Context: an optimization exercise on an open-source flow, tuned for small area, a short achievable clock period and few clock cycles per item. The choices shown serve that exercise and are no tape-out recipe. Where RTL was checked, it was by simulation tests only, not by an equivalence proof against the original. Only the layout flow was run in runs 3 to 6; the RTL was not checked for function there. No activity file was given, so power comes from the tool's default toggle rates.

==> design/flow/run.sh <==
#!/bin/bash
# synth_recipe.tcl (not shown) runs the flow's synth.tcl, then flattens the netlist and writes it again
# the make line also repeats each setting of config.mk as NAME=value (left out here)
make -C /OpenROAD-flow-scripts/flow DESIGN_CONFIG=/design/flow/config.mk WORK_HOME=/design/flow/orfs CLKGATE_MAP_FILE= SYNTH_SCRIPT=/design/flow/synth_recipe.tcl finish
==> design/flow/config.mk <==
export PLATFORM = sky130hd
export DESIGN_NAME = dmem_responder
export DESIGN_NICKNAME = dmem_responder
export VERILOG_FILES = /design/flow/design.v
export SDC_FILE = /design/flow/constraint.sdc
export NUM_CORES = 4
export LEC_CHECK = 0
export CAP_MARGIN = 20
export CORE_MARGIN = 2
export CORE_UTILIZATION = 40
export CTS_CLUSTER_DIAMETER = 150
export CTS_CLUSTER_SIZE = 30
export SETUP_SLACK_MARGIN = 5
export SLEW_MARGIN = 20
==> design/flow/constraint.sdc <==
create_clock -name core_clock -period 8.0 [get_ports {clk}]
set_input_delay 1.6000 -clock core_clock [delete_from_list [all_inputs] [get_ports {clk}]]
set_output_delay 1.6000 -clock core_clock [all_outputs]
set_load 0.01 [all_outputs]
==> design/flow/design.v <==
module dmem_responder #(
  parameter int DATA_W     = 32,
  parameter int DM_ADDRESS = 9,
  parameter int MEM_LAT    = 2
) (
  input  logic                  clk,
  input  logic                  reset,
  input  logic                  req_valid,
  output logic                  req_ready,
  input  logic                  req_we,
  input  logic [2:0]            req_funct3,
  input  logic [DM_ADDRESS-1:0] req_addr,
  input  logic [DATA_W-1:0]     req_wdata,
  output logic                  rsp_valid,
  input  logic                  rsp_ready,
  output logic [DATA_W-1:0]     rsp_rdata,
  output logic                  rsp_err
);
  localparam int WAW = DM_ADDRESS - 2;        
  localparam int NW  = 2**WAW;                
  localparam int HW  = WAW / 2;               
  localparam int LW  = WAW - HW;              
  localparam int NH  = 2**HW;
  localparam int NL  = 2**LW;
  logic            r_byte, r_half, r_word, r_illegal, r_wr;
  logic [1:0]      r_off;
  logic [3:0]      r_lwe;
  logic [3:0][7:0] r_wd;
  logic [NH-1:0]   r_hi;
  logic [NL-1:0]   r_lo;
  always_comb begin
    r_byte    = (req_funct3[1:0] == 2'b00);
    r_half    = (req_funct3[1:0] == 2'b01);
    r_word    = (req_funct3 == 3'b010);
    r_illegal = !(r_byte || r_half || r_word);
    r_off     = r_word ? 2'b00 : r_half ? {req_addr[1], 1'b0} : req_addr[1:0];
    r_wr      = req_valid && req_we && !r_illegal;
    for (int l = 0; l < 4; l++) begin
      r_lwe[l] = r_wr && (r_word ||
                          (r_half && (r_off[1] == 1'(l >> 1))) ||
                          (r_byte && (r_off == 2'(l))));
      r_wd[l]  = r_word ? req_wdata[8*l +: 8] :
                 r_half ? req_wdata[8*(l%2) +: 8] :
                          req_wdata[7:0];
    end
    for (int h = 0; h < NH; h++)
      r_hi[h] = (req_addr[DM_ADDRESS-1 -: HW] == HW'(h));
    for (int j = 0; j < NL; j++)
      r_lo[j] = (req_addr[2 +: LW] == LW'(j));
  end
  logic              a_v;
  logic [3:0]        a_lwe;
  logic [3:0][7:0]   a_wd;
  logic [NH-1:0]     a_hi;
  logic [NL-1:0]     a_lo;
  logic              a_ld, a_err, a_byte, a_half, a_sgn;
  logic [1:0]        a_off;
  always_ff @(posedge clk)
    if (req_ready) begin
      a_wd   <= r_wd;
      a_hi   <= r_hi;
      a_lo   <= r_lo;
      a_ld   <= !req_we && !r_illegal;
      a_err  <= r_illegal;
      a_byte <= r_byte;
      a_half <= r_half;
      a_sgn  <= !req_funct3[2];
      a_off  <= r_off;
    end
  logic [NW-1:0]             wl;
  logic [NW-1:0][DATA_W-1:0] mem;
  logic [DATA_W-1:0]         rword;
  genvar i, l;
  generate
    for (i = 0; i < NW; i++) begin : g_word
      assign wl[i] = a_hi[i / NL] && a_lo[i % NL];
      for (l = 0; l < 4; l++) begin : g_byte
        always_ff @(posedge clk)
          if (wl[i] && a_lwe[l]) mem[i][8*l +: 8] <= a_wd[l];
      end
    end
  endgenerate
  always_comb begin
    rword = '0;
    for (int k = 0; k < NW; k++)
      rword = rword | ({DATA_W{wl[k]}} & mem[k]);
  end
  logic              b_v, h_v, s_v;
  logic              b_en;
  logic [DATA_W-1:0] b_word;
  logic              b_ld, b_err, b_byte, b_half, b_sgn;
  logic [1:0]        b_off;
  assign b_en = !(b_v && s_v);
  always_ff @(posedge clk)
    if (b_en) begin
      b_word <= rword;
      b_ld   <= a_ld;
      b_err  <= a_err;
      b_byte <= a_byte;
      b_half <= a_half;
      b_sgn  <= a_sgn;
      b_off  <= a_off;
    end
  logic [7:0]        bsel;
  logic [15:0]       hsel;
  logic [DATA_W-1:0] res;
  always_comb begin
    bsel = b_word[{b_off, 3'b000} +: 8];
    hsel = b_word[{b_off[1], 4'b0000} +: 16];
    res  = '0;
    if (b_ld) begin
      if (b_byte)
        res = {{(DATA_W-8){b_sgn && bsel[7]}}, bsel};
      else if (b_half)
        res = {{(DATA_W-16){b_sgn && hsel[15]}}, hsel};
      else
        res = b_word;
    end
  end
  logic [DATA_W-1:0] s_rdata;
  logic              s_err;
  logic              push, pop;
  assign push = b_v && !s_v;
  assign pop  = h_v && rsp_ready;
  always_ff @(posedge clk)
    if (!s_v) begin
      s_rdata <= res;
      s_err   <= b_err;
    end
  always_ff @(posedge clk)
    if (pop || !h_v) begin
      rsp_rdata <= s_v ? s_rdata : res;
      rsp_err   <= s_v ? s_err   : b_err;
    end
  logic a_v_n, b_v_n, h_v_n, s_v_n;
  always_comb begin
    a_v_n = req_ready ? req_valid : a_v;
    b_v_n = b_en ? a_v : b_v;
    h_v_n = s_v || push || (h_v && !pop);
    s_v_n = s_v ? !pop : (push && h_v && !pop);
    if (reset) begin
      a_v_n = 1'b0;
      b_v_n = 1'b0;
      h_v_n = 1'b0;
      s_v_n = 1'b0;
    end
  end
  always_ff @(posedge clk) begin
    a_v       <= a_v_n;
    b_v       <= b_v_n;
    h_v       <= h_v_n;
    s_v       <= s_v_n;
    req_ready <= !(a_v_n && b_v_n && s_v_n);
    if (reset)          a_lwe <= '0;
    else if (req_ready) a_lwe <= r_lwe;
  end
  assign rsp_valid = h_v;
endmodule
==> impl_metrics.tcl, run 1 <==
set metrics [dict create \
    clk-insertion-delay-late_ns 0.92 \
    skew_ns 0.05533 \
    synth-async-reset-ratio_pct 0 \
    grt_start_max_net_pins 155 \
    dp.cells 14220 \
    gp_congestion 0.8450 \
    cp_num_cells 1 \
    drive_above_1_share_pct 5.594 \
    worst_hold_path_type "flop to flop" \
    p_leak_nw 53.27 \
    crit_path_cell_trace "buf_2" \
    rr_worst_depth 6 \
    start_util_pct 40.24 \
    boundaryPins 84 \
    viasPerCell 6.223 \
    synth_edf_count 4231 \
    wl_um 426300 \
    nets 9197 \
    layout_common_cells "edfxtp_1 (4,231), a22oi_1 (1,244), nand3_1 (676)" \
    start_kind "flop" \
    status "complete, no violations" \
    syn_to_final_growth_pct 6.793 \
    syn_avg_cell_area_um2 16.91 \
    hold_viol 0 \
    rrSetupSlack_ns 5.00 \
    fin_ws_ns 4.935 \
    numCtsBuffers 168 \
    design.core.area_um2 400000 \
    gr-total-overflow 0 \
    ant_nets 0 \
    comb_power_share_pct 5.1 \
    vias 89870 \
    place_hpwl_um 244700 \
    period_needed_ns 3.065 \
    cts_max_level 4 \
    layout.cells.non_filler 14440 \
    fillers 34700 \
    ys_seq_area_share_pct 79.45 \
    cp_max_fo 1 \
    slew_viol_final 0 \
    ir_drop_mv 0.1636 \
    cts_hold_buf 0 \
    cts.sinks 4273 \
    clk_pin_slew_ns 0.12 \
    utilization_pct 42.98 \
    grt_usage_pct 20.02 \
    p_sw_mw 8.085 \
    cp.arrival_ns 1.47 \
    port_buffers 83 \
    fp.dieW_um 638.4 \
    endpoint_kind "output port" \
    rsz0062_at_grt "yes" \
    clkPwrFrac_pct 27.8 \
    first_iter_violations 12600 \
    yosys.cell_types.count 51 \
    pre_cts_ws_ns 3.817 \
    setup_violations 0 \
    synth_top_flop_cell "edfxtp_1" \
    power.density_nw_per_um2 217.2 \
    fmaxAchievable_mhz 326.3 \
    tightest_slew_ns 1.132 \
    clock_path_buffers 4 \
    drt_pass1_iterations 9 \
    min_to "b_sgn" \
    pwr-share-seq_pct 67.1 \
    die-area_um2 407500 \
    hold_depth 0 \
    crit_buf_inv 1 \
    total_power_mw 37.34 \
    rows 232 \
    switching_share_pct 21.65 \
    layout_commonest_cell "edfxtp_1" \
    drc 0 \
    syn_nets 9569 \
    grt_pass1_wl_um 611900 \
    antenna_found_initial 17 \
    crit_family "flip-flops" \
    cp_slowest_cell "edfxtp_1" \
    path_class "flop to output port" \
    synth_seq_cells 4273 \
    finalSetupTns_ns 0 \
    finalCritPeriodShare_pct 38.31 \
    hold_start "a_sgn" \
    synth_warnings 1 \
    required_ns 6.40 \
    grt_pass1_vias 86710 \
    syn_inst 9520 \
    syn_area_um2 161000 \
    reg2reg_to "b_word[27]" \
    r2r-start "a_hi[0]" \
    root_buffer "clkbuf_16" \
    cts_tree "done" \
    internal-power_mw 29.26 \
    max_stage_delay_ns 0.41 \
    die_h_um 638.4 \
    wl_per_cell_um 29.52 \
    relSlewSlack_pct 24.56 \
    maxCapViolCount 0 \
]
## worst max-delay path by stage
| stage | start | to |
|---|---|---|
| 2_1_floorplan | req_funct3[0] | a_wd[10] |
| 3_3_place_gp | req_funct3[0] | a_wd[13] |
| 3_5_place_dp | req_funct3[0] | a_wd[15] |
| 4_1_cts | rsp_rdata[31] | rsp_rdata[31] |
| 5_1_grt | rsp_err | rsp_err |
| 6_report | rsp_rdata[31] | rsp_rdata[31] |
## metrics by stage
stage	hold slack, ns	cell area, µm²
3_5_place_dp	0.4045	166600
5_1_grt	0.4626	171900
6_report	0.4612	171900
2_1_floorplan	0.4003	161000
3_3_place_gp	0.4147	166600
4_1_cts	0.4475	171500
## routing by layer
layer / GRT usage, % / wire, µm / vias up / part of all wire, %
met1: 28.58 / 176000 / 47090 / 41
met2: 32.61 / 203600 / 4009 / 48
met4: 4.516 / 10790 / 6 / 2.5
li1: - / - / 38300 / -
met3: 2.839 / 35850 / 471 / 8.4
met5: 0 / 38 / - / 0.0089
## state kept, by name, indices dropped and copies added, names as in the netlist, 2 cells and up
signal     cells
a_hi           8
a_lo          16
a_lwe          4
a_off          2
a_wd          32
b_off          2
b_word        32
mem         4096
rsp_rdata     32
s_rdata       32
## cells by family after synthesis
logic type / count (synthesis) / share of synthesized area (%)
AO/OA/AOI/OAI: 2362 / 11.22
buffers and inverters: 837 / 2.166
AND/OR/NAND/NOR: 2012 / 6.869
multiplexers: 36 / 0.3000
flip-flops: 4273 / 79.45
## final cells by class
cell class                      instances  area [µm²]  share of cell area (%)
Antenna cell                            7       17.52                 0.01019
Clock buffer                          189        4389                   2.553
Clock inverter                          3       37.54                 0.02183
Inverter                               12       57.56                 0.03348
Multi-Input combinational cell       4410       29990                   17.44
Sequential cell                      4273      127900                   74.41
Tap cell                             5265        6588                   3.832
Timing Repair Buffer                  283        2924                   1.701
## power by group through the flow
| stage | clock [mW] | combinational (mW) | sequential [mW] |
|---|---|---|---|
| 2_1_floorplan | 0 | 0.722 | 25.7 |
| 3_3_place_gp | 0 | 1.79 | 25.6 |
| 3_5_place_dp | 0 | 1.83 | 25.6 |
| 4_1_cts | 10.5 | 1.86 | 25.1 |
| 5_1_grt | 11.2 | 2.00 | 25.1 |
| 6_report | 10.4 | 1.89 | 25.1 |
## cell usage after synthesis (101+ instances only)
library cell / instances / share of area (%)
edfxtp_1: 4231 / 79
a22oi_1: 1246 / 5.8
nand3_1: 677 / 2.1
and3_1: 584 / 2.3
clkbuf_1: 571 / 1.3
a22o_1: 510 / 2.8
nand4_1: 317 / 1.2
nand2_1: 271 / 0.63
a21oi_1: 190 / 0.59
buf_2: 125 / 0.39
o21ai_0: 103 / 0.32
buf_1: 101 / 0.24
## timing repair
item                       CTS  global route
cloned                       3             5
resized for setup          231            58
setup endpoints to repair  245            64
pin swaps                   10            10
buffers inserted            15             3
Testbench counts, summed over its fixed seeds: cycles 12,024, items 12,000.
==> run 2, diff against run 1 <==
--- a/design/flow/config.mk
+++ b/design/flow/config.mk
@@ -8,7 +8,5 @@
 export CAP_MARGIN = 20
 export CORE_MARGIN = 2
 export CORE_UTILIZATION = 40
-export CTS_CLUSTER_DIAMETER = 150
-export CTS_CLUSTER_SIZE = 30
 export SETUP_SLACK_MARGIN = 5
 export SLEW_MARGIN = 20
==> impl_metrics.tcl, run 2 <==
set metrics [dict create \
    status "complete, no violations" \
    reg2reg_to "b_word[23]" \
    rsz0062_at_grt "yes" \
    gr-total-overflow 0 \
    crit_family "flip-flops" \
    largest_reg_flops 4096 \
    syn_inst 9520 \
    viasPerCell 6.131 \
    finalSetupTns_ns 0 \
    synth_area_leaders "edfxtp_1 (79%), a22oi_1 (5.8%), a22o_1 (2.8%), and3_1 (2.3%), nand3_1 (2.1%)" \
    synth.top_cell.area_share_pct 78.92 \
    utilization_pct 45.18 \
    cp.arrival_ns 1.52 \
    crit_path_cell_trace "buf_2" \
    drc 0 \
    slew_viol_final 0 \
    ys_top_cells_by_count "edfxtp_1 (4,231), a22oi_1 (1,246), nand3_1 (677)" \
    fmaxAchievable_mhz 320.7 \
    synth_compound_area_share_pct 11.22 \
    synth_fa_ha_area_share_pct 0 \
    ant_nets 0 \
    root_buffer "clkbuf_16" \
    cts_tree "done" \
    r2r-start "a_lo[11]" \
    grt_pass1_wl_um 621300 \
    synth-xor-area-share_pct 0 \
    synth_area_leader_cell "edfxtp_1" \
    setup_violations 0 \
    gp_congestion 0.8450 \
    die-area_um2 407500 \
    rows 232 \
    synth_mux_area_share_pct 0.3000 \
    synth_top_family_by_area "compound AO/OA/AOI/OAI gates" \
    final_cell_area_um2 180700 \
    vias 92080 \
    syn_area_um2 161000 \
    ys_seq_area_share_pct 79.45 \
    synth_seq_cells 4273 \
    rrSetupSlack_ns 4.94 \
    layout_commonest_cell "edfxtp_1" \
    clk-insertion-delay-late_ns 0.98 \
    synth-async-reset-ratio_pct 0 \
    path_class "flop to output port" \
    max_stage_delay_ns 0.39 \
    port_buffers 83 \
    rr_worst_depth 6 \
    wl_um 436600 \
    relSlewSlack_pct 21.60 \
    layout_common_cells "edfxtp_1 (4,231), a22oi_1 (1,239), nand3_1 (676)" \
    cp_slowest_cell "edfxtp_1" \
    holdWs_ns 0.4223 \
    total_power_mw 46.08 \
    nets 9446 \
    power.density_nw_per_um2 255.0 \
    antenna_found_initial 21 \
    endpoint_kind "output port" \
    pre_cts_ws_ns 3.817 \
    syn_avg_cell_area_um2 16.91 \
    finalCritPeriodShare_pct 38.98 \
    worst_hold_path_type "flop to flop" \
    die_h_um 638.4 \
    skew_ns 0.04866 \
    cts.sinks 4273 \
    design.core.area_um2 400000 \
    numCtsBuffers 409 \
    clk_pin_slew_ns 0.07 \
    post_dp_cell_area_um2 166600 \
    hold_depth 0 \
    crit_buf_inv 1 \
    layout.cells.non_filler 15020 \
    fp.dieW_um 638.4 \
    max_flop_register "mem" \
    maxCapViolCount 0 \
    start_kind "flop" \
    start_util_pct 40.24 \
    dp.cells 14220 \
    wl_per_cell_um 29.07 \
    synth_warnings 1 \
    tightest_slew_ns 1.176 \
    cp_max_fo 1 \
    fin_ws_ns 4.882 \
    period_needed_ns 3.118 \
    drive_above_1_share_pct 9.515 \
    yosys.cell_count.top_type "edfxtp_1" \
    cts_max_level 5 \
    synth_simple_gate_area_share_pct 6.869 \
    syn_nets 9569 \
    hold_start "a_sgn" \
    clock_path_buffers 4 \
    hold_viol 0 \
    syn_to_final_growth_pct 12.26 \
    grt_pass1_vias 89150 \
    place_hpwl_um 244700 \
    synth_edf_count 4231 \
    min_to "b_sgn" \
    ir_drop_mv 0.1837 \
    grt_usage_pct 20.28 \
    first_iter_violations 13120 \
    required_ns 6.40 \
    synth_top_flop_cell "edfxtp_1" \
    yosys.cell_types.count 51 \
    p_leak_nw 57.60 \
    grt_start_max_net_pins 155 \
    drt_pass1_iterations 8 \
    boundaryPins 84 \
]
## run 2: cell counts after synthesis
Identical to the previous run, type by type.
## run 2: timing repair
| item | 4_1_cts | 5_1_grt |
|---|---|---|
| gates cloned | 1 | 12 |
| resized for setup | 221 | 71 |
| pin swaps | 6 | 17 |
| hold buffers | 0 | 0 |
| buffers inserted | 12 | 9 |
| endpoints found under the setup margin | 237 | 63 |
## run 2: cells by family after synthesis
logic type | after synthesis
DFF | 4273
and+or+nand+nor | 2012
muxes | 36
AOI/OAI and AO/OA | 2362
buffers and inverters | 837
## run 2: report_power, final
group	total (mW)	switching, mW	leakage (nW)	internal (mW)
Sequential	25.1	0.193	38.7	24.9
Combinational	1.90	1.47	12.5	0.436
Clock	19.1	8.26	6.42	10.8
## run 2: layer usage
layer / GRT usage, % / vias to the layer above / part of all wire (%)
li1: - / 39230 / -
met1: 28.62 / 47790 / 41
met2: 32.87 / 4425 / 48
met3: 3.206 / 632 / 9.0
met4: 5.269 / 4 / 2.6
met5: 0 / - / 0.0053
## run 2: cell type report
type / instances / area [µm²]
timing repair buffer: 291 / 3024
fill: 34000 / 219300
clock buffer: 498 / 10800
inverter: 12 / 57.56
sequential: 4273 / 127900
antenna: 13 / 32.53
tap: 5265 / 6588
multi-input combinational: 4410 / 30020
clock inverter: 258 / 2277
## run 2: how the worst max path moves through the flow
stage,startpoint,end,slack (ns),cells after the start
finish,rsp_rdata[28],rsp_rdata[28],4.88,1
global route,rsp_rdata[31],rsp_rdata[31],4.82,1
CTS,rsp_rdata[31],rsp_rdata[31],4.80,1
detailed placement,req_funct3[0],a_wd[15],3.82,4
global placement,req_funct3[0],a_wd[13],3.86,4
floorplan,req_funct3[0],a_wd[10],5.03,4
==> run 3, diff against run 2 <==
--- a/design/flow/design.v
+++ b/design/flow/design.v
@@ -80,10 +80,23 @@
       end
     end
   endgenerate
+  logic [NH-1:0][DATA_W-1:0] grp;
+  genvar h;
+  generate
+    for (h = 0; h < NH; h++) begin : g_grp
+      always_comb begin
+        logic [DATA_W-1:0] acc;
+        acc = '0;
+        for (int j = 0; j < NL; j++)
+          acc = acc | ({DATA_W{a_lo[j]}} & mem[h*NL + j]);
+        grp[h] = acc;
+      end
+    end
+  endgenerate
   always_comb begin
     rword = '0;
-    for (int k = 0; k < NW; k++)
-      rword = rword | ({DATA_W{wl[k]}} & mem[k]);
+    for (int k = 0; k < NH; k++)
+      rword = rword | ({DATA_W{a_hi[k]}} & grp[k]);
   end
   logic              b_v, h_v, s_v;
   logic              b_en;
--- a/design/flow/config.mk
+++ b/design/flow/config.mk
@@ -8,5 +8,7 @@
 export CAP_MARGIN = 20
 export CORE_MARGIN = 2
 export CORE_UTILIZATION = 40
+export CTS_CLUSTER_DIAMETER = 150
+export CTS_CLUSTER_SIZE = 30
 export SETUP_SLACK_MARGIN = 5
 export SLEW_MARGIN = 20
==> impl_metrics.tcl, run 3 <==
set metrics [dict create \
    wl_um 386100 \
    cp_slowest_cell "dfxtp_4" \
    wl_per_cell_um 29.28 \
    max_flop_register "mem" \
    fp.dieW_um 629.2 \
    post_dp_cell_area_um2 162200 \
    synth_edf_count 4231 \
    clock_path_buffers 4 \
    first_iter_violations 9577 \
    synth.top_cell.area_share_pct 81.27 \
    drt_pass1_iterations 5 \
    port_buffers 83 \
    required_ns 6.40 \
    maxCapViolCount 0 \
    setup_violations 0 \
    cts_max_level 4 \
    ir_drop_mv 0.2008 \
    syn_avg_cell_area_um2 19.08 \
    syn_to_final_growth_pct 7.069 \
    vias 80580 \
    start_kind "flop" \
    crit_family "flip-flops" \
    design.core.area_um2 389100 \
    multiInputGateArea_um2 26060 \
    power.density_nw_per_um2 221.7 \
    route.met2.wl_um 186600 \
    largest_reg_flops 4096 \
    ant_nets 0 \
    cts_hold_buf 0 \
    grt_start_max_net_pins 137 \
    slew_viol_final 0 \
    synth_area_leader_cell "edfxtp_1" \
    gr-total-overflow 0 \
    fillers 33300 \
    finalCritPeriodShare_pct 40.71 \
    synth_area_leaders "edfxtp_1 (81%), a221oi_1 (5.7%), a22o_1 (5.7%), and3_1 (2.1%), nand4_1 (1.2%)" \
    synth_seq_cells 4273 \
    die_h_um 629.2 \
    wl_met3_um 28320 \
    rows 229 \
    cp_max_fo 2 \
    grt_usage_pct 18.65 \
    numCtsBuffers 164 \
    relSlewSlack_pct 17.74 \
    period_needed_ns 3.257 \
    max_stage_delay_ns 0.52 \
    endpoint_kind "output port" \
    nets 8001 \
    p_leak_nw 51.75 \
    worst_hold_path_type "flop to flop" \
    cp.arrival_ns 1.66 \
    fmaxAchievable_mhz 307.1 \
    status "complete, no violations" \
    cts.sinks 4273 \
    syn_inst 8193 \
    viasPerCell 6.112 \
    top_layer "met5" \
    ys_seq_area_share_pct 81.81 \
    grt_pass1_wl_um 551600 \
    hold_viol 0 \
    clk-insertion-delay-late_ns 0.92 \
    place_hpwl_um 226300 \
    syn_area_um2 156300 \
    final_cell_area_um2 167400 \
    synth_warnings 1 \
    path_class "flop to output port" \
    rsz0062_at_grt "yes" \
    tightest_slew_ns 1.234 \
    start_util_pct 40.18 \
    crit_path_cell_trace "buf_8" \
    grt_pass1_vias 78340 \
    layout_common_cells "edfxtp_1 (4,231), a22o_1 (1,024), a221oi_1 (983)" \
    boundaryPins 84 \
    cts_tree "done" \
    antenna_found_initial 40 \
    gp_congestion 0.8081 \
    die-area_um2 395800 \
    synth-async-reset-ratio_pct 0 \
    crit_buf_inv 1 \
    met1_length_um 164500 \
    yosys.cell_types.count 34 \
    rrSetupSlack_ns 4.95 \
    clk_pin_slew_ns 0.11 \
    syn_nets 8242 \
    ys_top_cells_by_count "edfxtp_1 (4,231), a221oi_1 (1,024), a22o_1 (1,024)" \
    seq_area_um2 127900 \
    skew_ns 0.06710 \
    drc 0 \
    drive_above_1_share_pct 6.706 \
    root_buffer "clkbuf_16" \
    layout_commonest_cell "edfxtp_1" \
    yosys.cell_count.top_type "edfxtp_1" \
    synth_top_flop_cell "edfxtp_1" \
    finalSetupTns_ns 0 \
]
==> run 3: path summary, 6_finish.rpt <==
path	start	end	cells after the start
max	req_ready	req_ready	1
min reg2reg	a_ld	b_ld	0
min	a_ld	b_ld	0
max reg2reg	a_lo[14]	b_word[24]	7
==> run 3: cell type report <==
cell class,count,share of cell area (%)
clock inverter,5,0.03663
tap,5197,3.885
clock buffer,187,2.567
timing repair buffer,266,1.497
antenna,10,0.01495
inverter,5,0.01121
sequential,4273,76.42
multi-input combinational,3242,15.57
==> run 3: cell families after synthesis <==
kind of cell,Yosys count,synth area share [%]
buf+inv,678,1.858
flops,4273,81.81
compound gates,2265,12.39
mux,36,0.3089
simple gates,941,3.634
==> run 3: routing by layer <==
layer | track usage, % | up-vias
li1 | - | 34520
met1 | 26.77 | 42670
met2 | 30.78 | 3011
met3 | 2.576 | 341
met4 | 3.161 | 40
met5 | 0 | -
==> run 3: per-stage QoR <==
stage          cells  setup slack (ns)  hold WS (ns)  total power, mW  utilization, %
6_report       13190             4.743        0.4319            37.11           43.02
5_1_grt        13180             4.702        0.4405            38.08           43.02
4_1_cts        13170             4.662        0.4313            37.26           42.88
3_5_place_dp   12960             3.612        0.4045            27.41           41.70
3_3_place_gp   12960             3.458        0.4053            27.35           41.70
2_1_floorplan   8193             5.134        0.4003            26.41               -
==> run 3: power breakdown <==
| group | internal [mW] | switching, mW |
|---|---|---|
| Sequential | 24.9 | 0.158 |
| Combinational | 0.480 | 1.42 |
| Clock | 3.87 | 6.32 |
==> run 3: what timing repair did <==
action,CTS,global route
setup endpoints to repair,350,576
resized for setup,198,68
setup buffers,15,5
pin swaps,1,8
cloned,1,3
==> run 4, diff against run 3 <==
--- a/design/flow/design.v
+++ b/design/flow/design.v
@@ -22,6 +22,7 @@
   localparam int LW  = WAW - HW;              
   localparam int NH  = 2**HW;
   localparam int NL  = 2**LW;
+  logic a_en;
   logic            r_byte, r_half, r_word, r_illegal, r_wr;
   logic [1:0]      r_off;
   logic [3:0]      r_lwe;
@@ -56,7 +57,7 @@
   logic              a_ld, a_err, a_byte, a_half, a_sgn;
   logic [1:0]        a_off;
   always_ff @(posedge clk)
-    if (req_ready) begin
+    if (a_en) begin
       a_wd   <= r_wd;
       a_hi   <= r_hi;
       a_lo   <= r_lo;
@@ -104,6 +105,7 @@
   logic              b_ld, b_err, b_byte, b_half, b_sgn;
   logic [1:0]        b_off;
   assign b_en = !(b_v && s_v);
+  assign a_en = !(a_v && b_v && s_v);
   always_ff @(posedge clk)
     if (b_en) begin
       b_word <= rword;
@@ -147,7 +149,7 @@
     end
   logic a_v_n, b_v_n, h_v_n, s_v_n;
   always_comb begin
-    a_v_n = req_ready ? req_valid : a_v;
+    a_v_n = a_en ? req_valid : a_v;
     b_v_n = b_en ? a_v : b_v;
     h_v_n = s_v || push || (h_v && !pop);
     s_v_n = s_v ? !pop : (push && h_v && !pop);
@@ -165,7 +167,7 @@
     s_v       <= s_v_n;
     req_ready <= !(a_v_n && b_v_n && s_v_n);
     if (reset)          a_lwe <= '0;
-    else if (req_ready) a_lwe <= r_lwe;
+    else if (a_en)      a_lwe <= r_lwe;
   end
   assign rsp_valid = h_v;
 endmodule
==> impl_metrics.tcl, run 4 <==
set metrics [dict create \
    status "complete, no violations" \
    syn_to_final_growth_pct 7.297 \
    clk_pin_slew_ns 0.11 \
    drc 0 \
    final_cell_area_um2 167800 \
    fmaxAchievable_mhz 314.1 \
    layout_commonest_cell "edfxtp_1" \
    relSlewSlack_pct 23.47 \
    required_ns 8.64 \
    endpoint_kind "flop" \
    cts_hold_buf 0 \
    gr-total-overflow 0 \
    clkPwrFrac_pct 27.6 \
    switching_share_pct 21.47 \
    cts_max_level 4 \
    ir_drop_mv 0.1572 \
    cts_tree "done" \
    cp.arrival_ns 3.83 \
    layout.cells.non_filler 13210 \
    layout_common_cells "edfxtp_1 (4,231), a22o_1 (1,024), a221oi_1 (990)" \
    grt_start_max_net_pins 149 \
    synth_seq_cells 4273 \
    root_buffer "clkbuf_16" \
    internal-power_mw 29.20 \
    grt_pass1_wl_um 553700 \
    ys_seq_area_share_pct 81.79 \
    syn_nets 8257 \
    nets 8025 \
    viasPerCell 6.170 \
    cp_slowest_cell "a221oi_1" \
    fp.dieW_um 629.2 \
    grt_usage_pct 18.66 \
    largest_reg_flops 4096 \
    fillers 33250 \
    cts.sinks 4273 \
    pwr-share-seq_pct 67.3 \
    skew_ns 0.06830 \
    power.density_nw_per_um2 221.7 \
    clock_path_buffers 4 \
    rows 229 \
    crit_start "a_lo[12]" \
    numCtsBuffers 165 \
    max_flop_register "mem" \
    die_h_um 629.2 \
    rsz0062_at_grt "yes" \
    ys_top_cells_by_count "edfxtp_1 (4,231), a221oi_1 (1,024), a22o_1 (1,024)" \
    grt_pass1_vias 78620 \
    synth_area_leaders "edfxtp_1 (81%), a221oi_1 (5.7%), a22o_1 (5.7%), and3_1 (2.1%), nand4_1 (1.2%)" \
    antenna_found_initial 27 \
    synth-async-reset-ratio_pct 0 \
    max_stage_delay_ns 0.51 \
    cp_max_fo 68 \
    path_class "flop to flop" \
    drive_above_1_share_pct 6.682 \
    pre_cts_ws_ns 3.721 \
    setup_violations 0 \
    worst_hold_path_type "flop to flop" \
    comb_power_share_pct 5.1 \
    drt_pass1_iterations 6 \
    design.core.area_um2 389100 \
    port_buffers 83 \
    dp.cells 12980 \
    synth_top_flop_cell "edfxtp_1" \
    die-area_um2 395900 \
    syn_inst 8208 \
    wl_per_cell_um 29.84 \
    post_dp_cell_area_um2 162300 \
    synth_warnings 1 \
    wl_um 394100 \
    total_power_mw 37.19 \
    maxCapViolCount 0 \
    boundaryPins 84 \
    synth.top_cell.area_share_pct 81.25 \
    hold_start "a_off[1]" \
    yosys.cell_types.count 37 \
    yosys.cell_count.top_type "edfxtp_1" \
    slew_viol_final 0 \
    fin_ws_ns 4.816 \
    start_util_pct 40.19 \
    syn_avg_cell_area_um2 19.05 \
    synth_edf_count 4231 \
    first_iter_violations 10220 \
    p_leak_nw 51.95 \
    synth_area_leader_cell "edfxtp_1" \
    crit_path_cell_trace "buf_12, buf_16, a22o_1, a221oi_1, nand4_1, a22oi_2, nand4_1" \
    gp_congestion 0.8051 \
    crit_top_cell "nand4_1" \
    rrSetupSlack_ns 4.82 \
    finalSetupTns_ns 0 \
    ant_nets 0 \
    period_needed_ns 3.184 \
    p_sw_mw 7.986 \
    finalCritPeriodShare_pct 39.80 \
    tightest_slew_ns 1.148 \
    hold_viol 0 \
    place_hpwl_um 225700 \
    vias 81500 \
    r2r-start "a_lo[12]" \
    start_kind "flop" \
    syn_area_um2 156400 \
    clk-insertion-delay-late_ns 0.94 \
]
-- run 4: changes by cell type in the layout (fill, tap and decap cells not counted), sizes merged, moves of 3 or more --
| cell | change |
|---|---|
| inv | +5 |
| mux2 | -8 |
| nor2 | -3 |
| nand2 | +27 |
| clkbuf | +7 |
| nor2b | -4 |
| diode | -5 |
-- run 4: worst paths after layout --
path                                  end  cells past startpoint
worst min register to register   b_off[1]                      0
worst max-delay path            b_word[2]                      7
worst max register to register  b_word[2]                      7
worst min-delay path             b_off[1]                      0
-- run 4: power by group through the flow --
| stage | clock network (mW) | logic (mW) | registers, mW |
|---|---|---|---|
| after floorplan | 0 | 0.719 | 25.7 |
| after global placement | 0 | 1.81 | 25.5 |
| after detailed placement | 0 | 1.86 | 25.5 |
| after CTS | 10.4 | 1.87 | 25.0 |
| after global routing | 11.1 | 2.03 | 25.0 |
| final | 10.3 | 1.91 | 25.0 |
-- run 4: layout make-up --
cell class	instances	area, µm²	share of cell area [%]
Sequential cell	4273	127900	76.24
Multi-Input combinational cell	3257	26020	15.51
Tap cell	5197	6502	3.876
Clock buffer	185	4247	2.531
Timing Repair Buffer	274	2884	1.719
Clock inverter	12	181.4	0.1081
Inverter	5	21.27	0.01268
Antenna cell	5	12.51	0.007458
-- run 4: per-stage QoR --
step / hold slack (ns) / utilization, %
final: 0.4318 / 43.12
after global routing: 0.4437 / 43.12
after CTS: 0.4316 / 42.93
after detailed placement: 0.4045 / 41.72
after global placement: 0.4026 / 41.72
after floorplan: 0.4003 / -
-- run 4: critical path: cells and delay by family (launching register included) --
family,cells,cell delay (ns)
DFF,1,0.46
and+or+nand+nor,2,0.33
buffers and inverters,2,0.59
AOI/OAI and AO/OA,3,1.22
-- run 4: timing repair --
action                     in CTS  in global routing
hold endpoints to repair        0                  0
setup buffers                   6                  8
setup endpoints to repair     215                499
pin swaps                       7                 15
cloned                          2                 13
gates resized for setup       208                 73
-- run 4: logic make-up (layout without fill, tap and decap cells) --
family	after synthesis	count (layout)	share of synthesized area [%]
AOI/OAI and AO/OA	2269	2269	12.41
buffers and inverters	678	476	1.875
DFF	4273	4273	81.79
muxes	27	27	0.2449
other	0	5	0
and+or+nand+nor	961	961	3.684
-- run 4: per-layer routing --
layer | wire (µm) | vias up | track usage [%]
met2 | 189100 | 3353 | 30.41
met4 | 8073 | 16 | 3.692
met3 | 31930 | 386 | 2.767
met1 | 164900 | 43130 | 26.77
li1 | - | 34610 | -
met5 | 78 | - | 0
==> run 5, diff against run 4 <==
--- a/design/flow/config.mk
+++ b/design/flow/config.mk
@@ -7,8 +7,9 @@
 export LEC_CHECK = 0
 export CAP_MARGIN = 20
 export CORE_MARGIN = 2
-export CORE_UTILIZATION = 40
+export CORE_UTILIZATION = 55
 export CTS_CLUSTER_DIAMETER = 150
 export CTS_CLUSTER_SIZE = 30
+export PLACE_DENSITY = 0.65
 export SETUP_SLACK_MARGIN = 5
 export SLEW_MARGIN = 20
==> impl_metrics.tcl, run 5 <==
set metrics [dict create \
    synth_warnings 1 \
    nets 8014 \
    syn_inst 8208 \
    place_hpwl_um 215500 \
    layout_commonest_cell "edfxtp_1" \
    max_flop_register "mem" \
    worst_hold_path_type "flop to flop" \
    crit_path_cell_trace "buf_12, clkbuf_16, a22o_1, a221oi_1, nand4_1, a22oi_1, nand4_1" \
    gr-total-overflow 0 \
    comb_power_share_pct 5.0 \
    clk_pin_slew_ns 0.12 \
    viasPerCell 6.904 \
    synth.top_cell.area_share_pct 81.25 \
    cp.arrival_ns 3.74 \
    layout_common_cells "edfxtp_1 (4,231), a22o_1 (1,024), a221oi_1 (979)" \
    boundaryPins 84 \
    clk-insertion-delay-late_ns 0.90 \
    clkPwrFrac_pct 27.5 \
    die-area_um2 288600 \
    syn_area_um2 156400 \
    status "complete, no violations" \
    power.density_nw_per_um2 223.7 \
    antenna_found_initial 13 \
    vias 80990 \
    grt_usage_pct 25.11 \
    port_buffers 83 \
    top_usage_layer "met2" \
    fin_ws_ns 4.874 \
    internal-power_mw 29.26 \
    use_met3_pct 4.014 \
    grtUsageMet2_pct 39.60 \
    cts_tree "done" \
    cts_max_level 4 \
    fp.dieW_um 537.2 \
    period_needed_ns 3.126 \
    required_ns 8.62 \
    p_sw_mw 7.799 \
    cp_max_fo 124 \
    skew_ns 0.05372 \
    rows 195 \
    ys_top_cells_by_count "edfxtp_1 (4,231), a221oi_1 (1,024), a22o_1 (1,024)" \
    clock_path_buffers 4 \
    finalSetupTns_ns 0 \
    ir_drop_mv 0.1562 \
    synth_seq_cells 4273 \
    wl_per_cell_um 31.99 \
    wl_um 375300 \
    maxCapViolCount 0 \
    pwr-share-seq_pct 67.5 \
    fillers 20380 \
    met1_usage_pct 37.73 \
    design.core.area_um2 282500 \
    synth-async-reset-ratio_pct 0 \
    grt_pass1_wl_um 536800 \
    cts.sinks 4273 \
    die_h_um 537.2 \
    pre_cts_ws_ns 4.014 \
    fmaxAchievable_mhz 319.9 \
    largest_reg_flops 4096 \
    syn_to_final_growth_pct 5.937 \
    root_buffer "clkbuf_16" \
    drc 0 \
    numCtsBuffers 168 \
    ant_nets 0 \
    post_dp_cell_area_um2 160400 \
    drt_pass1_iterations 6 \
    relSlewSlack_pct 27.36 \
    tightest_slew_ns 1.090 \
    path_class "flop to flop" \
    slew_viol_final 0 \
    crit_top_cell "nand4_1" \
    synth_area_leader_cell "edfxtp_1" \
    cp_slowest_cell "edfxtp_1" \
    hold_viol 0 \
    setup_violations 0 \
    grt_start_max_net_pins 143 \
    yosys.cell_count.top_type "edfxtp_1" \
    start_util_pct 55.34 \
    start_kind "flop" \
    synth_edf_count 4231 \
    syn_nets 8257 \
    rsz0062_at_grt "yes" \
    switching_share_pct 21.04 \
    syn_avg_cell_area_um2 19.05 \
    ys_seq_area_share_pct 81.79 \
    max_stage_delay_ns 0.43 \
    cts_hold_buf 0 \
    final_cell_area_um2 165700 \
    drive_above_1_share_pct 6.717 \
    grt_pass1_vias 77130 \
    endpoint_kind "flop" \
    synth_top_flop_cell "edfxtp_1" \
    p_leak_nw 51.80 \
    gp_congestion 0.8261 \
    finalCritPeriodShare_pct 39.07 \
    yosys.cell_types.count 37 \
    synth_area_leaders "edfxtp_1 (81%), a221oi_1 (5.7%), a22o_1 (5.7%), and3_1 (2.1%), nand4_1 (1.2%)" \
    first_iter_violations 10100 \
]
==> run 5: cell counts after synthesis <==
No cell type changed its count.
==> run 5: per-layer routing <==
layer	up-vias	part of all wire, %
li1	34540	-
met1	42550	42
met2	3557	48
met3	344	9.0
met4	6	1.7
met5	-	0.012
==> run 5: kinds of logic after synthesis <==
kind of cell / share of synthesized area, %
muxes: 0.2449
and+or+nand+nor: 3.684
buffers and inverters: 1.875
AOI/OAI and AO/OA: 12.41
DFF: 81.79
==> run 5: path summary, 6_finish.rpt <==
check,start,to,slack [ns],cells past startpoint
worst min register to register,a_off[0],b_off[0],0.43,0
worst min-delay path,a_off[0],b_off[0],0.43,0
worst max-delay path,a_lo[14],b_word[3],4.87,7
worst max register to register,a_lo[14],b_word[3],4.87,7
==> run 5: cell type report <==
cell class	count	area [µm²]	area share [%]
Antenna cell	8	20.02	0.01209
Clock buffer	182	4363	2.634
Clock inverter	3	32.53	0.01964
Inverter	5	21.27	0.01284
Multi-Input combinational cell	3257	26120	15.77
Sequential cell	4273	127900	77.22
Tap cell	3743	4683	2.827
Timing Repair Buffer	260	2501	1.510
==> run 5: timing repair <==
item / in CTS / in global routing
setup buffers: 5 / 2
gates cloned: 2 / 8
hold endpoints to repair: 0 / 0
setup endpoints to repair: 146 / 422
pin swaps: 4 / 7
gates resized for setup: 211 / 81
==> run 5: power groups by stage <==
stage          combinational [mW]  clock [mW]  sequential (mW)
4_1_cts                      1.82        10.3             25.0
6_report                     1.86        10.2             25.0
5_1_grt                      1.98        11.0             25.0
3_5_place_dp                 1.81           0             25.5
3_3_place_gp                 1.76           0             25.5
2_1_floorplan               0.719           0             25.7
==> run 5: critical path, delay by kind of cell, from the launching register on <==
kind | cells | cell delay (ns)
AND/OR/NAND/NOR | 2 | 0.43
AO/OA/AOI/OAI | 3 | 1.04
buffers and inverters | 2 | 0.70
flip-flops | 1 | 0.43
==> run 5: per-stage QoR <==
stage | total power, mW | util [%] | hold WS (ns) | std cells
after global routing | 38.01 | 58.62 | 0.4434 | 11720
final | 37.06 | 58.63 | 0.4306 | 11730
after CTS | 37.16 | 58.41 | 0.4351 | 11710
after global placement | 27.28 | 56.75 | 0.4038 | 11520
after floorplan | 26.40 | - | 0.4003 | 8208
after detailed placement | 27.34 | 56.75 | 0.4072 | 11520
==> run 6, diff against run 5 <==
--- a/design/flow/design.v
+++ b/design/flow/design.v
@@ -22,6 +22,8 @@
   localparam int LW  = WAW - HW;              
   localparam int NH  = 2**HW;
   localparam int NL  = 2**LW;
+  localparam int NS  = 4;                  
+  localparam int GS  = NH / NS;             
   logic a_en;
   logic            r_byte, r_half, r_word, r_illegal, r_wr;
   logic [1:0]      r_off;
@@ -29,6 +31,7 @@
   logic [3:0][7:0] r_wd;
   logic [NH-1:0]   r_hi;
   logic [NL-1:0]   r_lo;
+  logic [NS-1:0][NL-1:0] r_los;
   always_comb begin
     r_byte    = (req_funct3[1:0] == 2'b00);
     r_half    = (req_funct3[1:0] == 2'b01);
@@ -49,18 +52,24 @@
     for (int j = 0; j < NL; j++)
       r_lo[j] = (req_addr[2 +: LW] == LW'(j));
   end
+  genvar s;
+  generate
+    for (s = 0; s < NS; s++) begin : g_los
+      assign r_los[s] = (req_addr[DM_ADDRESS-1 -: $clog2(NS)] == $clog2(NS)'(s)) ? r_lo : '0;
+    end
+  endgenerate
   logic              a_v;
   logic [3:0]        a_lwe;
   logic [3:0][7:0]   a_wd;
   logic [NH-1:0]     a_hi;
-  logic [NL-1:0]     a_lo;
+  logic [NS-1:0][NL-1:0] a_lo;    
   logic              a_ld, a_err, a_byte, a_half, a_sgn;
   logic [1:0]        a_off;
   always_ff @(posedge clk)
     if (a_en) begin
       a_wd   <= r_wd;
       a_hi   <= r_hi;
-      a_lo   <= r_lo;
+      a_lo   <= r_los;
       a_ld   <= !req_we && !r_illegal;
       a_err  <= r_illegal;
       a_byte <= r_byte;
@@ -74,7 +83,7 @@
   genvar i, l;
   generate
     for (i = 0; i < NW; i++) begin : g_word
-      assign wl[i] = a_hi[i / NL] && a_lo[i % NL];
+      assign wl[i] = a_hi[i / NL] && a_lo[i / (NL*GS)][i % NL];
       for (l = 0; l < 4; l++) begin : g_byte
         always_ff @(posedge clk)
           if (wl[i] && a_lwe[l]) mem[i][8*l +: 8] <= a_wd[l];
@@ -89,7 +98,7 @@
         logic [DATA_W-1:0] acc;
         acc = '0;
         for (int j = 0; j < NL; j++)
-          acc = acc | ({DATA_W{a_lo[j]}} & mem[h*NL + j]);
+          acc = acc | ({DATA_W{a_lo[h / GS][j]}} & mem[h*NL + j]);
         grp[h] = acc;
       end
     end
==> impl_metrics.tcl, run 6 <==
set metrics [dict create \
    status "complete, no violations" \
    cts_tree "done" \
    rr_worst_depth 5 \
    synth_area_leader_cell "edfxtp_1" \
    relSlewSlack_pct 27.04 \
    start_kind "flop" \
    gp_congestion 0.8690 \
    hold_viol 0 \
    fin_ws_ns 4.585 \
    syn_area_um2 157800 \
    ir_drop_mv 0.1767 \
    clock_path_buffers 4 \
    p_leak_nw 52.47 \
    tightest_slew_ns 1.094 \
    clkPwrFrac_pct 28.2 \
    wl_per_cell_um 31.35 \
    internal-power_mw 29.38 \
    crit_start "rsp_rdata[3]" \
    layout_commonest_cell "edfxtp_1" \
    synth_top_family_by_area "compound AO/OA/AOI/OAI gates" \
    slew_viol_final 0 \
    numCtsBuffers 170 \
    required_ns 6.40 \
    cp_slowest_cell "edfxtp_1" \
    cts_max_level 4 \
    wl_um 373100 \
    rrSetupSlack_ns 5.06 \
    seq_area_um2 129400 \
    gr-total-overflow 0 \
    yosys.cell_count.top_type "edfxtp_1" \
    crit_buf_inv 1 \
    largest_reg_flops 4096 \
    layout_common_cells "edfxtp_1 (4,279), a22o_1 (1,024), a221oi_1 (1,020)" \
    synth_compound_area_share_pct 12.30 \
    skew_ns 0.05612 \
    cts.sinks 4321 \
    power.density_nw_per_um2 220.9 \
    cp_max_fo 1 \
    synth.top_cell.area_share_pct 81.44 \
    utilization_pct 58.52 \
    post_dp_cell_area_um2 161900 \
    fillers 20590 \
    synth-xor-area-share_pct 0 \
    drc 0 \
    cts_hold_buf 0 \
    maxCapViolCount 0 \
    syn_to_final_growth_pct 5.790 \
    cp.arrival_ns 1.82 \
    finalSetupTns_ns 0 \
    crit_path_cell_trace "buf_2" \
    boundaryPins 84 \
    drive_above_1_share_pct 6.210 \
    reg.largest.list "mem x4096, a_lo x64" \
    syn_inst 8331 \
    comb_power_share_pct 3.5 \
    ys_top_cells_by_count "edfxtp_1 (4,279), a221oi_1 (1,024), a22o_1 (1,024)" \
    synth-async-reset-ratio_pct 0 \
    clk_pin_slew_ns 0.12 \
    grt_start_max_net_pins 94 \
    die-area_um2 291200 \
    max_flop_register "mem" \
    first_iter_violations 10800 \
    synth_mux_area_share_pct 0.2427 \
    synth_fa_ha_area_share_pct 0 \
    syn_nets 8380 \
    ys_seq_area_share_pct 81.97 \
    multiInputGateArea_um2 26090 \
    final_cell_area_um2 166900 \
    viasPerCell 6.823 \
    start_util_pct 55.32 \
    root_buffer "clkbuf_16" \
    r2r-start "a_lo[56]" \
    max_stage_delay_ns 0.68 \
    ant_nets 0 \
    die_h_um 539.6 \
    rows 196 \
    port_buffers 83 \
    grt_usage_pct 25.15 \
    place_hpwl_um 226700 \
    pre_cts_ws_ns 3.811 \
    fp.dieW_um 539.6 \
    synth_edf_count 4279 \
    switching_share_pct 20.31 \
    fmaxAchievable_mhz 292.8 \
    synth_area_leaders "edfxtp_1 (81%), a221oi_1 (5.7%), a22o_1 (5.7%), and3_1 (2.1%), clkbuf_1 (1.5%)" \
    synth_seq_cells 4321 \
    rsz0062_at_grt "yes" \
    crit_family "flip-flops" \
    synth_top_flop_cell "edfxtp_1" \
    synth_simple_gate_area_share_pct 3.799 \
    total_power_mw 36.88 \
    worst_hold_path_type "flop to flop" \
    period_needed_ns 3.415 \
    endpoint_kind "output port" \
    setup_violations 0 \
    vias 81210 \
    yosys.cell_types.count 31 \
    crit_end "rsp_rdata[3]" \
    grt_pass1_vias 79100 \
    finalCritPeriodShare_pct 42.69 \
    syn_avg_cell_area_um2 18.94 \
    antenna_found_initial 8 \
    nets 8142 \
    synth_warnings 1 \
    reg2reg_to "b_word[23]" \
    drt_pass1_iterations 5 \
    path_class "flop to output port" \
    clk-insertion-delay-late_ns 0.93 \
    pwr-share-seq_pct 68.3 \
    grt_pass1_wl_um 543100 \
    design.core.area_um2 285200 \
    cp_num_cells 1 \
    p_sw_mw 7.491 \
]
-- run 6: metrics by stage --
step / hold slack (ns) / cells
global placement: 0.4079 / 11660
detailed placement: 0.4045 / 11660
finish: 0.4348 / 11900
CTS: 0.4333 / 11870
global route: 0.4526 / 11900
floorplan: 0.4003 / 8331
-- run 6: cells by family (layout without fill, tap and decap cells) --
kind of cell,count (synthesis),in the layout
multiplexers,27,27
AND/OR/NAND/NOR,1028,1029
AO/OA/AOI/OAI,2269,2269
other,0,9
buffers and inverters,686,486
flip-flops,4321,4321
-- run 6: how the worst min path moves through the flow --
stage	to	cells after the start	slack, ns	from
finish	b_off[0]	0	0.43	a_off[0]
floorplan	b_byte	0	0.40	a_byte
global route	b_byte	0	0.45	a_byte
CTS	b_off[0]	0	0.43	a_off[0]
global placement	b_byte	0	0.41	a_byte
detailed placement	b_off[0]	0	0.40	a_off[0]
-- run 6: final cells by class --
class,count,area share (%)
flip-flops and latches,4321,77.50
clock inverters,2,0.02324
multi-input cells,3325,15.63
repair inverters,1,0.002998
inverters,6,0.01574
repair buffers,268,1.293
diodes,9,0.01349
well taps,3762,2.820
clock buffers,209,2.700
-- run 6: power by group through the flow --
| stage | Clock (mW) | Sequential [mW] | Combinational (mW) |
|---|---|---|---|
| 6_report | 10.4 | 25.2 | 1.28 |
| 5_1_grt | 11.2 | 25.2 | 1.36 |
| 4_1_cts | 10.5 | 25.2 | 1.27 |
| 3_5_place_dp | 0 | 25.7 | 1.27 |
| 3_3_place_gp | 0 | 25.7 | 1.22 |
| 2_1_floorplan | 0 | 25.9 | 0.369 |
-- run 6: what timing repair did --
| action | 4_1_cts | 5_1_grt |
|---|---|---|
| endpoints found under the setup margin | 136 | 74 |
| buffers inserted | 5 | 20 |
| cloned | 2 | 0 |
| pin swaps | 0 | 11 |
| resized for setup | 187 | 32 |
-- run 6: metal layers --
| metal | vias to the layer above | GRT usage [%] | routed length, µm |
|---|---|---|---|
| li1 | 34970 | - | - |
| met1 | 42530 | 35.93 | 151800 |
| met2 | 3286 | 40.98 | 181900 |
| met3 | 417 | 3.557 | 27990 |
| met4 | 4 | 6.707 | 11470 |
| met5 | - | 0 | 20 |
==> run 7, diff against run 6 <==
--- a/design/flow/design.v
+++ b/design/flow/design.v
@@ -22,7 +22,7 @@
   localparam int LW  = WAW - HW;              
   localparam int NH  = 2**HW;
   localparam int NL  = 2**LW;
-  localparam int NS  = 4;                  
+  localparam int NS  = 2;                  
   localparam int GS  = NH / NS;             
   logic a_en;
   logic            r_byte, r_half, r_word, r_illegal, r_wr;
==> impl_metrics.tcl, run 7 <==
set metrics [dict create \
    status "complete, no violations" \
    max_stage_delay_ns 0.46 \
    p_leak_nw 52.07 \
    syn_nets 8288 \
    vias 80860 \
    layout.cells.non_filler 11810 \
    root_buffer "clkbuf_16" \
    drt_pass1_iterations 6 \
    boundaryPins 84 \
    synth_area_leaders "edfxtp_1 (81%), a221oi_1 (5.7%), a22o_1 (5.7%), and3_1 (2.1%), nand4_1 (1.1%)" \
    nets 8068 \
    gp_congestion 0.8226 \
    clk_pin_slew_ns 0.11 \
    crit_path_cell_trace "buf_2" \
    grt_start_max_net_pins 127 \
    synth_area_leader_cell "edfxtp_1" \
    max_flop_register "mem" \
    setup_violations 0 \
    finalCritPeriodShare_pct 39.15 \
    final_cell_area_um2 165800 \
    rr_worst_depth 5 \
    syn_area_um2 157500 \
    fmaxAchievable_mhz 319.3 \
    synth_warnings 1 \
    ant_nets 0 \
    synth.top_cell.area_share_pct 80.98 \
    rsz0062_at_grt "yes" \
    pre_cts_ws_ns 3.921 \
    die-area_um2 290600 \
    tightest_slew_ns 1.086 \
    hold_viol 0 \
    syn_inst 8239 \
    clock_path_buffers 4 \
    viasPerCell 6.847 \
    cp_slowest_cell "edfxtp_1" \
    largest_reg_flops 4096 \
    crit_buf_inv 1 \
    power.density_nw_per_um2 222.4 \
    start_kind "flop" \
    die_h_um 539.1 \
    r2r-start "a_lo[7]" \
    wl_per_cell_um 31.45 \
    min_to "b_err" \
    syn_to_final_growth_pct 5.308 \
    cp.arrival_ns 1.53 \
    first_iter_violations 9626 \
    cp_max_fo 1 \
    start_util_pct 55.26 \
    syn_avg_cell_area_um2 19.11 \
    wl_um 371400 \
    multiInputGateArea_um2 25830 \
    reg2reg_to "b_word[27]" \
    skew_ns 0.05019 \
    dp.cells 11570 \
    design.core.area_um2 285000 \
    ys_seq_area_share_pct 81.52 \
    place_hpwl_um 219600 \
    rrSetupSlack_ns 4.98 \
    maxCapViolCount 0 \
    ir_drop_mv 0.1962 \
    required_ns 6.40 \
    layout_common_cells "edfxtp_1 (4,247), a22o_1 (1,024), a221oi_1 (1,011)" \
    grt_usage_pct 25.12 \
    worst_hold_path_type "flop to flop" \
    layout_commonest_cell "edfxtp_1" \
    synth-async-reset-ratio_pct 0 \
    grt_pass1_wl_um 543400 \
    slew_viol_final 0 \
    relSlewSlack_pct 27.57 \
    holdWs_ns 0.4345 \
    post_dp_cell_area_um2 160900 \
    cts.sinks 4289 \
    grt_pass1_vias 78960 \
    drc 0 \
    synth_top_flop_cell "edfxtp_1" \
    hold_start "a_err" \
    rows 196 \
    cts_max_level 4 \
    fp.dieW_um 539.1 \
    path_class "flop to output port" \
    numCtsBuffers 169 \
    clk-insertion-delay-late_ns 0.89 \
    synth_seq_cells 4289 \
    yosys.cell_types.count 38 \
    cts_tree "done" \
    port_buffers 83 \
    hold_depth 0 \
    drive_above_1_share_pct 6.356 \
    synth_edf_count 4247 \
    crit_family "flip-flops" \
    finalSetupTns_ns 0 \
    antenna_found_initial 7 \
    fin_ws_ns 4.868 \
    ys_top_cells_by_count "edfxtp_1 (4,247), a221oi_1 (1,024), a22o_1 (1,024)" \
    period_needed_ns 3.132 \
    yosys.cell_count.top_type "edfxtp_1" \
    endpoint_kind "output port" \
    seq_area_um2 128400 \
    gr-total-overflow 0 \
    fillers 20710 \
]
-- run 7: cell type report --
| cell class | instances | share of cell area (%) |
|---|---|---|
| inverter | 7 | 0.01811 |
| multi-input combinational | 3262 | 15.58 |
| tap | 3762 | 2.838 |
| clock inverter | 2 | 0.01962 |
| sequential | 4289 | 77.42 |
| clock buffer | 190 | 2.675 |
| antenna | 7 | 0.01056 |
| timing repair buffer | 290 | 1.440 |
-- run 7: logic make-up after synthesis --
logic type,after synthesis,share of synthesized area (%)
DFF,4289,81.52
AOI/OAI and AO/OA,2269,12.32
and+or+nand+nor,958,3.649
buffers and inverters,688,2.213
muxes,35,0.3003
-- run 7: per-layer routing --
layer	global-route usage (%)	part of all wire, %
met5	0	0
met4	5.959	2.5
met3	2.764	6.9
met2	42.01	50
met1	35.78	40
-- run 7: power breakdown --
group | total (mW) | internal [mW] | switching [mW]
registers | 25.1 | 24.9 | 0.130
logic | 1.50 | 0.351 | 1.15
clock network | 10.3 | 3.99 | 6.32
total | 36.9 | 29.3 | 7.60
-- run 7: stage by stage --
step	power (mW)	util [%]
2_1_floorplan	26.28	-
3_3_place_gp	27.03	56.48
3_5_place_dp	27.07	56.48
4_1_cts	36.99	58.10
5_1_grt	37.80	58.19
6_report	36.88	58.20
-- run 7: worst max-delay path by stage --
stage,startpoint,endpoint,slack (ns),cells past startpoint
after floorplan,rsp_ready,rsp_err,5.15,1
after global placement,req_funct3[0],a_lwe[2],3.76,6
after detailed placement,req_funct3[0],a_lwe[2],3.92,6
after CTS,rsp_rdata[22],rsp_rdata[22],4.81,1
after global routing,rsp_rdata[22],rsp_rdata[22],4.81,1
final,rsp_rdata[22],rsp_rdata[22],4.87,1
-- run 7: timing repair --
| item | in CTS | in global routing |
|---|---|---|
| pin swaps | 1 | 1 |
| endpoints found under the setup margin | 116 | 226 |
| hold endpoints to repair | 0 | 0 |
| setup buffers | 30 | 4 |
| hold buffers | 0 | 0 |
| resized for setup | 162 | 29 |
Testbench counts of run 7, summed over its fixed seeds: cycles 12,024, items 12,000.
==> run 8, diff against run 7 <==
--- a/design/flow/config.mk
+++ b/design/flow/config.mk
@@ -7,9 +7,9 @@
 export LEC_CHECK = 0
 export CAP_MARGIN = 20
 export CORE_MARGIN = 2
-export CORE_UTILIZATION = 55
+export CORE_UTILIZATION = 65
 export CTS_CLUSTER_DIAMETER = 150
 export CTS_CLUSTER_SIZE = 30
-export PLACE_DENSITY = 0.65
+export PLACE_DENSITY = 0.75
 export SETUP_SLACK_MARGIN = 5
 export SLEW_MARGIN = 20
==> impl_metrics.tcl, run 8 <==
set metrics [dict create \
    status "complete, no violations" \
    p_leak_nw 51.78 \
    cts.sinks 4289 \
    ys_top_cells_by_count "edfxtp_1 (4,247), a221oi_1 (1,024), a22o_1 (1,024)" \
    syn_to_final_growth_pct 4.598 \
    numCtsBuffers 160 \
    synth_top_family_by_area "compound AO/OA/AOI/OAI gates" \
    gp_congestion 0.8560 \
    synth_compound_area_share_pct 12.32 \
    ant_nets 0 \
    synth_simple_gate_area_share_pct 3.649 \
    clock_path_buffers 3 \
    synth_mux_area_share_pct 0.3003 \
    utilization_pct 68.42 \
    crit_path_cell_trace "buf_2" \
    post_dp_cell_area_um2 160200 \
    crit_start "rsp_rdata[5]" \
    crit_buf_inv 1 \
    required_ns 6.40 \
    power.density_nw_per_um2 221.4 \
    cts_max_level 4 \
    design.core.area_um2 240800 \
    die-area_um2 246200 \
    wl_um 357100 \
    grt_usage_pct 28.71 \
    cp_slowest_cell "edfxtp_1" \
    crit_family "flip-flops" \
    synth_area_leader_cell "edfxtp_1" \
    hold_viol 0 \
    cts_tree "done" \
    p_sw_mw 7.423 \
    pwr-share-seq_pct 68.7 \
    fillers 14620 \
    layout_commonest_cell "edfxtp_1" \
    tightest_slew_ns 1.214 \
    final_cell_area_um2 164700 \
    seq_area_um2 128400 \
    clk_pin_slew_ns 0.11 \
    endpoint_kind "output port" \
    viasPerCell 7.306 \
    skew_ns 0.04431 \
    clkPwrFrac_pct 27.2 \
    largest_reg_flops 4096 \
    cp.arrival_ns 1.47 \
    r2r-start "a_lo[16]" \
    drt_pass1_iterations 7 \
    nets 8021 \
    drive_above_1_share_pct 5.811 \
    synth.top_cell.area_share_pct 80.98 \
    vias 81770 \
    grt_pass1_wl_um 522200 \
    gr-total-overflow 0 \
    ys_seq_area_share_pct 81.52 \
    antenna_found_initial 13 \
    port_buffers 83 \
    finalCritPeriodShare_pct 38.39 \
    synth_warnings 1 \
    synth_fa_ha_area_share_pct 0 \
    wl_per_cell_um 31.90 \
    synth-async-reset-ratio_pct 0 \
    drc 0 \
    syn_avg_cell_area_um2 19.11 \
    yosys.cell_types.count 38 \
    cts_hold_buf 0 \
    hold_start "a_sgn" \
    cp_max_fo 1 \
    synth-xor-area-share_pct 0 \
    slew_viol_final 0 \
    max_stage_delay_ns 0.45 \
    syn_area_um2 157500 \
    place_hpwl_um 208200 \
    syn_nets 8288 \
    synth_seq_cells 4289 \
    grt_start_max_net_pins 145 \
    synth_area_leaders "edfxtp_1 (81%), a221oi_1 (5.7%), a22o_1 (5.7%), and3_1 (2.1%), nand4_1 (1.1%)" \
    fmaxAchievable_mhz 325.6 \
    fp.dieW_um 496.2 \
    syn_inst 8239 \
    die_h_um 496.2 \
    maxCapViolCount 0 \
    layout_common_cells "edfxtp_1 (4,247), a22o_1 (1,024), a221oi_1 (1,014)" \
    path_class "flop to output port" \
    setup_violations 0 \
    max_flop_register "mem" \
    rows 180 \
    comb_power_share_pct 4.1 \
    start_util_pct 65.41 \
    synth_edf_count 4247 \
    ir_drop_mv 0.2681 \
    switching_share_pct 20.36 \
    multiInputGateArea_um2 25800 \
    yosys.cell_count.top_type "edfxtp_1" \
    start_kind "flop" \
    clk-insertion-delay-late_ns 0.88 \
    boundaryPins 84 \
    finalSetupTns_ns 0 \
    grt_pass1_vias 78440 \
    rsz0062_at_grt "yes" \
    root_buffer "clkbuf_16" \
    synth_top_flop_cell "edfxtp_1" \
    internal-power_mw 29.04 \
    first_iter_violations 11100 \
    relSlewSlack_pct 19.07 \
    worst_hold_path_type "flop to flop" \
    period_needed_ns 3.071 \
]
==> run 8: cell counts after synthesis <==
No cell type changed its count.
==> run 8: area by class of cell <==
type | instances | share of cell area (%)
diodes | 6 | 0.009115
well taps | 3185 | 2.419
flip-flops and latches | 4289 | 77.94
repair buffers | 252 | 1.329
clock buffers | 181 | 2.530
inverters | 7 | 0.01823
clock inverters | 11 | 0.08735
multi-input cells | 3262 | 15.66
==> run 8: per-stage QoR <==
step | power (mW) | hold slack (ns) | cells | worst slack, ns
after CTS | 36.48 | 0.4304 | 11180 | 4.738
after global routing | 37.31 | 0.4500 | 11190 | 4.883
final | 36.46 | 0.4386 | 11190 | 4.929
after detailed placement | 27.03 | 0.4057 | 10980 | 3.811
after global placement | 26.97 | 0.4072 | 10980 | 3.760
after floorplan | 26.28 | 0.4003 | 8239 | 5.149
==> run 8: kinds of logic after synthesis <==
family | after synthesis
multiplexers | 35
buffers and inverters | 688
AO/OA/AOI/OAI | 2269
flip-flops | 4289
AND/OR/NAND/NOR | 958
==> run 8: worst paths after layout <==
kind	slack [ns]	to	depth (start not counted)
max	4.93	rsp_rdata[5]	1
min reg2reg	0.44	b_sgn	0
min	0.44	b_sgn	0
max reg2reg	4.98	b_word[15]	6
==> run 8: repair_timing <==
| action | CTS | global route |
|---|---|---|
| gates resized for setup | 153 | 33 |
| endpoints found under the setup margin | 75 | 69 |
| buffers inserted | 9 | 4 |
==> run 8: per-layer routing <==
layer	part of all wire [%]	track usage, %	vias up	wire, µm
met5	0.015	0	-	55
met4	3.0	7.703	8	10800
met3	9.1	3.941	516	32540
met2	50	47.48	4445	178600
met1	38	40.96	42210	135100
li1	-	-	34600	-
==> run 8: power by group through the flow <==
| stage | combinational [mW] | clock [mW] | sequential, mW |
|---|---|---|---|
| 4_1_cts | 1.46 | 9.97 | 25.0 |
| 2_1_floorplan | 0.537 | 0 | 25.7 |
| 3_3_place_gp | 1.42 | 0 | 25.6 |
| 6_report | 1.48 | 9.93 | 25.1 |
| 5_1_grt | 1.57 | 10.7 | 25.1 |
| 3_5_place_dp | 1.47 | 0 | 25.6 |
==> run 9, diff against run 8 <==
--- a/design/flow/config.mk
+++ b/design/flow/config.mk
@@ -7,9 +7,9 @@
 export LEC_CHECK = 0
 export CAP_MARGIN = 20
 export CORE_MARGIN = 2
-export CORE_UTILIZATION = 65
+export CORE_UTILIZATION = 50
 export CTS_CLUSTER_DIAMETER = 150
 export CTS_CLUSTER_SIZE = 30
-export PLACE_DENSITY = 0.75
+export PLACE_DENSITY = 0.6
 export SETUP_SLACK_MARGIN = 5
 export SLEW_MARGIN = 20
==> impl_metrics.tcl, run 9 <==
set metrics [dict create \
    wl_per_cell_um 31.41 \
    synth_edf_count 4247 \
    yosys.cell_count.top_type "edfxtp_1" \
    hold_viol 0 \
    grt_pass1_wl_um 551300 \
    design.core.area_um2 314200 \
    wl_um 382800 \
    synth_warnings 1 \
    power.density_nw_per_um2 221.0 \
    first_iter_violations 9216 \
    crit_path_cell_trace "buf_2" \
    cp_max_fo 1 \
    setup_violations 0 \
    synth.top_cell.area_share_pct 80.98 \
    antenna_found_initial 6 \
    cp.arrival_ns 1.48 \
    cts.sinks 4289 \
    synth_area_leader_cell "edfxtp_1" \
    max_stage_delay_ns 0.44 \
    boundaryPins 84 \
    path_class "flop to output port" \
    ir_drop_mv 0.2039 \
    crit_buf_inv 1 \
    drt_pass1_iterations 6 \
    synth_seq_cells 4289 \
    clk_pin_slew_ns 0.12 \
    start_util_pct 50.12 \
    layout_commonest_cell "edfxtp_1" \
    fp.dieW_um 565.2 \
    vias 80780 \
    rrSetupSlack_ns 4.97 \
    die_h_um 565.2 \
    fmaxAchievable_mhz 325.0 \
    crit_start "rsp_rdata[30]" \
    place_hpwl_um 229200 \
    cts_hold_buf 0 \
    nets 8055 \
    slew_viol_final 0 \
    p_leak_nw 52.00 \
    yosys.cell_types.count 38 \
    die-area_um2 319500 \
    cts_max_level 4 \
    syn_nets 8288 \
    ant_nets 0 \
    required_ns 6.40 \
    synth_top_flop_cell "edfxtp_1" \
    start_kind "flop" \
    syn_avg_cell_area_um2 19.11 \
    cp_slowest_cell "edfxtp_1" \
    synth-async-reset-ratio_pct 0 \
    drive_above_1_share_pct 6.432 \
    grt_usage_pct 23.48 \
    synth_area_leaders "edfxtp_1 (81%), a221oi_1 (5.7%), a22o_1 (5.7%), and3_1 (2.1%), nand4_1 (1.1%)" \
    maxCapViolCount 0 \
    finalSetupTns_ns 0 \
    layout_common_cells "edfxtp_1 (4,247), a22o_1 (1,024), a221oi_1 (993)" \
    crit_family "flip-flops" \
    syn_to_final_growth_pct 5.630 \
    cts_tree "done" \
    viasPerCell 6.629 \
    worst_hold_path_type "flop to flop" \
    holdWs_ns 0.4398 \
    total_power_mw 36.77 \
    r2r-start "a_lo[16]" \
    ys_seq_area_share_pct 81.52 \
    gp_congestion 0.8153 \
    rows 206 \
    syn_area_um2 157500 \
    syn_inst 8239 \
    tightest_slew_ns 1.113 \
    status "complete, no violations" \
    clock_path_buffers 4 \
    clk-insertion-delay-late_ns 0.89 \
    relSlewSlack_pct 25.79 \
    root_buffer "clkbuf_16" \
    rsz0062_at_grt "yes" \
    ys_top_cells_by_count "edfxtp_1 (4,247), a221oi_1 (1,024), a22o_1 (1,024)" \
    gr-total-overflow 0 \
    drc 0 \
    grt_start_max_net_pins 118 \
    period_needed_ns 3.077 \
    grt_pass1_vias 78620 \
    hold_start "a_off[0]" \
    max_flop_register "mem" \
    finalCritPeriodShare_pct 38.47 \
    largest_reg_flops 4096 \
    skew_ns 0.04195 \
    numCtsBuffers 168 \
    port_buffers 83 \
    endpoint_kind "output port" \
]
==> run 9: kinds of logic after synthesis <==
kind of cell | share of synthesized area [%]
DFF | 81.52
AOI/OAI and AO/OA | 12.32
muxes | 0.3003
buffers and inverters | 2.213
and+or+nand+nor | 3.649
==> run 9: final timing paths <==
kind	to	cells past startpoint
min reg2reg	b_off[0]	0
min	b_off[0]	0
max reg2reg	b_word[8]	7
max	rsp_rdata[30]	1
==> run 9: area by class of cell <==
class	instances	area, µm²
diodes	2	5.005
inverters	7	30.03
fillers	24230	147800
multi-input cells	3262	25980
clock inverters	1	16.27
flip-flops and latches	4289	128400
repair buffers	278	2405
well taps	4160	5205
clock buffers	186	4314
==> run 9: power by group <==
part,leakage (nW),switching [mW],total [mW],internal [mW]
clock network,2.12,6.30,10.2,3.88
registers,38.9,0.135,25.1,24.9
logic,11.0,1.17,1.52,0.354
total,52.0,7.60,36.8,29.2
==> run 9: stage by stage <==
step	instances	worst slack (ns)	instance area, µm²	util (%)
floorplan	8239	5.149	157500	-
finish	12190	4.923	166300	52.94
global placement	11980	4.006	161500	51.41
CTS	12180	4.848	166000	52.84
detailed placement	11980	4.156	161600	51.42
global route	12180	4.860	166300	52.94
==> run 9: repair_timing <==
action,4_1_cts,5_1_grt
setup endpoints to repair,139,71
buffers inserted,16,2
gates resized for setup,178,54
pin swaps,1,2
cloned,0,0
==> run 9: layer usage <==
metal  vias up  wire, µm  track usage, %  share of wire (%)
met5         -         0               0                  0
met4         0      7266           4.238                1.9
met3       347     21280           2.025                5.6
met2      2797    193100           40.14                 50
met1     42980    161200           33.45                 42
li1      34650         -               -                  -

Setup slack of run 9, layout unchanged: 4.923 ns with ideal ports, 4.829 ns with driving cells assumed (clock clkbuf_16, inputs buf_2), 4.404 ns with port delays also shifted by the 0.970 ns mid clock arrival.
